Source: an optimization exercise on an open RTL-to-GDS flow (aim: small area and few clock cycles per item). Production flows keep margins and buffers that such runs may drop. Only simulation tests tie the RTL to the original design; equivalence was not proved.

==> 09-11: inputs <==
// bc1_bc2_bc3_block_decoder
module bc1_bc2_bc3_block_decoder
#(
	parameter int MAX_DIM = bc_pkg::BC_MAX_DIM
) (
	input  wire logic                 clk,
	input  wire logic                 arst_n,
	input  wire logic                 blk_valid,
	output logic                      blk_stall,
	input  wire logic [149:0]         blk_data,
	output logic                      row_valid,
	input  wire logic                 row_stall,
	output logic      [156:0]         row_data,
	input  wire logic                 psel,
	input  wire logic                 penable,
	input  wire logic                 pwrite,
	input  wire logic [bc_pkg::BC_ADDR_W-1:0] paddr,
	input  wire logic [31:0]          pwdata,
	output logic      [31:0]          prdata,
	output logic                      pready
);
clock: 7.0 ns
lec_check: 0
abc_area: 1
cap_margin: 20
core_margin: 2
core_utilization: 60
gpl_timing_driven: 0
slew_margin: 20
standard.sh (not shown) runs the stock make flow with config.mk's settings and CLKGATE_MAP_FILE= SYNTH_SCRIPT=/design/flow/synth_recipe.tcl, a recipe that flattens the netlist after the stock synthesis.
==> flow/flow/run.sh <==
#!/bin/bash
# Own layout flow: the standard ORFS flow, with an area-oriented logic synthesis.
# The only changes are in a copy of ORFS's scripts folder:
#   - synth.tcl: no extract_fa (full/half adder extraction) and no Kogge-Stone carry map, so
#     adders stay ripple-carry logic that ABC optimizes with the rest;
#   - abc_area.script: ABC restructures (deepsyn) and maps with a 5 ns delay target, without buffer/upsize.
# and the ports are buffered with the smallest buffer (buf_1) instead of clkdlybuf4s50_1.
# Registers, their names and the rest of the flow are unchanged. Each tool's log is kept in
# orfs/logs (ORFS) and in the make logs written here.
set -euo pipefail
W=$PWD
S=$W/flow_scripts
rm -rf "$S"
mkdir -p "$S"
cp -r "$FLOW_HOME/scripts/." "$S/"
cp "$W/flow/abc_area.script" "$S/abc_area.script"
python3 - "$S/synth.tcl" <<'PY'
import sys
p = sys.argv[1]
s = open(p).read()
a = "  extract_fa {*}[dont_use_extract_fa_args]\n"
b = '    "-extra-map $::env(FLOW_HOME)/platforms/common/lcu_kogge_stone.v"]'
assert a in s and b in s
s = s.replace(a, "").replace(b, "    ]")
open(p, "w").write(s)
PY
bash standard.sh SCRIPTS_DIR="$S" BUFFER_PORTS_ARGS="-buffer_cell sky130_fd_sc_hd__buf_1" finish > "$W/make_flow.log" 2>&1
==> flow/flow/abc_area.script <==
strash
&get -n
&deepsyn -T 60
&put
dch
map -D 5.0
topo
==> 07-15 (differences from 09-11) <==
--- a/flow/flow/run.sh
+++ b/flow/flow/run.sh
@@ -3,8 +3,7 @@
 # The only changes are in a copy of ORFS's scripts folder:
 #   - synth.tcl: no extract_fa (full/half adder extraction) and no Kogge-Stone carry map, so
 #     adders stay ripple-carry logic that ABC optimizes with the rest;
-#   - abc_area.script: ABC restructures (deepsyn) and maps with a 5 ns delay target, without buffer/upsize.
-# and the ports are buffered with the smallest buffer (buf_1) instead of clkdlybuf4s50_1.
+#   - abc_area.script: ABC maps for area (deepsyn, then amap) instead of map/buffer/upsize.
 # Registers, their names and the rest of the flow are unchanged. Each tool's log is kept in
 # orfs/logs (ORFS) and in the make logs written here.
 set -euo pipefail
@@ -24,4 +23,4 @@
 s = s.replace(a, "").replace(b, "    ]")
 open(p, "w").write(s)
 PY
-bash standard.sh SCRIPTS_DIR="$S" BUFFER_PORTS_ARGS="-buffer_cell sky130_fd_sc_hd__buf_1" finish > "$W/make_flow.log" 2>&1
+bash standard.sh SCRIPTS_DIR="$S" finish > "$W/make_flow.log" 2>&1
==> flow/flow/abc_area.script (replaced) <==
strash
&get -n
&deepsyn -T 60
&put
dch
amap -m
topo
--- a/flow/config.mk
+++ b/flow/config.mk
@@ -8,6 +8,5 @@
 export ABC_AREA = 1
 export CAP_MARGIN = 20
 export CORE_MARGIN = 2
-export CORE_UTILIZATION = 60
-export GPL_TIMING_DRIVEN = 0
+export CORE_UTILIZATION = 40
 export SLEW_MARGIN = 20
==> qor summary <==
Max FO, Critical Path: 09-11 15; 07-15 6
Wire length of the first global-routing pass: 09-11 112.3 mm; 07-15 111.5 mm
Number of fillers in the final layout: 09-11 2529; 07-15 3794
Worst hold path endpoint: 09-11 width_q[8]; 07-15 width_q[2]
Final number of setup-violating endpoints: 09-11 0; 07-15 16
Worst-case reg-to-reg path depth: 09-11 7; 07-15 8
Post-Route Hold Slack: 09-11 0.5005 ns; 07-15 0.5318 ns
Proportion of netlist area held by the largest area contributor: 09-11 24.68%; 07-15 26.88%
Final worst path period share: 09-11 97.63%; 07-15 102.8%
Count of buffering cells on the critical path with inverters included: 09-11 5; 07-15 6
Via count of the first global-routing pass: 09-11 21040; 07-15 20100
Startpoint of the worst hold path: 09-11 width_q[8]; 07-15 width_q[2]
Proportion of cell area spent on the clock network: 09-11 2.847%; 07-15 2.309%
Run status: 09-11 timing/DRC/antenna clean; 07-15 failed layout checks
Layout check failures: 09-11 -; 07-15 setup timing
Proportion of synthesized chip area in sequential cells: 09-11 28.59%; 07-15 31.14%
CP Class: 09-11 flop to output port; 07-15 input pin to flop
Clock Pin Slew Worst Setup and Hold Paths: 09-11 0.08 ns; 07-15 0.07 ns
Synthesized-area fraction occupied by adder cells: 09-11 0.3226%; 07-15 0%
Final setup TNS: 09-11 0 ns; 07-15 -2.180 ns
Cell Rows: 09-11 64; 07-15 75
Testbench counts of 09-11, summed over its fixed seeds: cycles 8,200, items 8,192.
Testbench counts of 07-15, summed over its fixed seeds: cycles 8,200, items 8,192.

-- re-timing with driven ports --
The results above use ideal ports. As a check the final layouts listed here were re-extracted and re-timed, cells and wires unchanged. Step 1: set_driving_cell puts a clkbuf_16 on clk and a buf_2 on each other input, an assumption about the parent block. Step 2, shift: input delay + t, output delay - t, t = (earliest + latest rising clock arrival at the registers) / 2. This alone moves slack from input paths to output paths. Slacks: ideal / step 1 / step 2; pairs: ideal / step 1.
| run | shift t [ns] | setup WS [ns] | worst setup path after step 2 | clock arrival spread, ns |
|---|---|---|---|---|
| 09-11 | 0.504 | 0.166 / 0.116 / -0.158 | input to register | 0.015 / 0.015 |
| 07-15 | 0.497 | -0.198 / -0.168 / -0.665 | input to register | 0.018 / 0.018 |
Met with ideal ports but missed after step 2: setup timing in 09-11. For 07-15, which loses most, drivers alone change the setup slack by +0.030 ns; drivers and shift together by -0.467 ns.
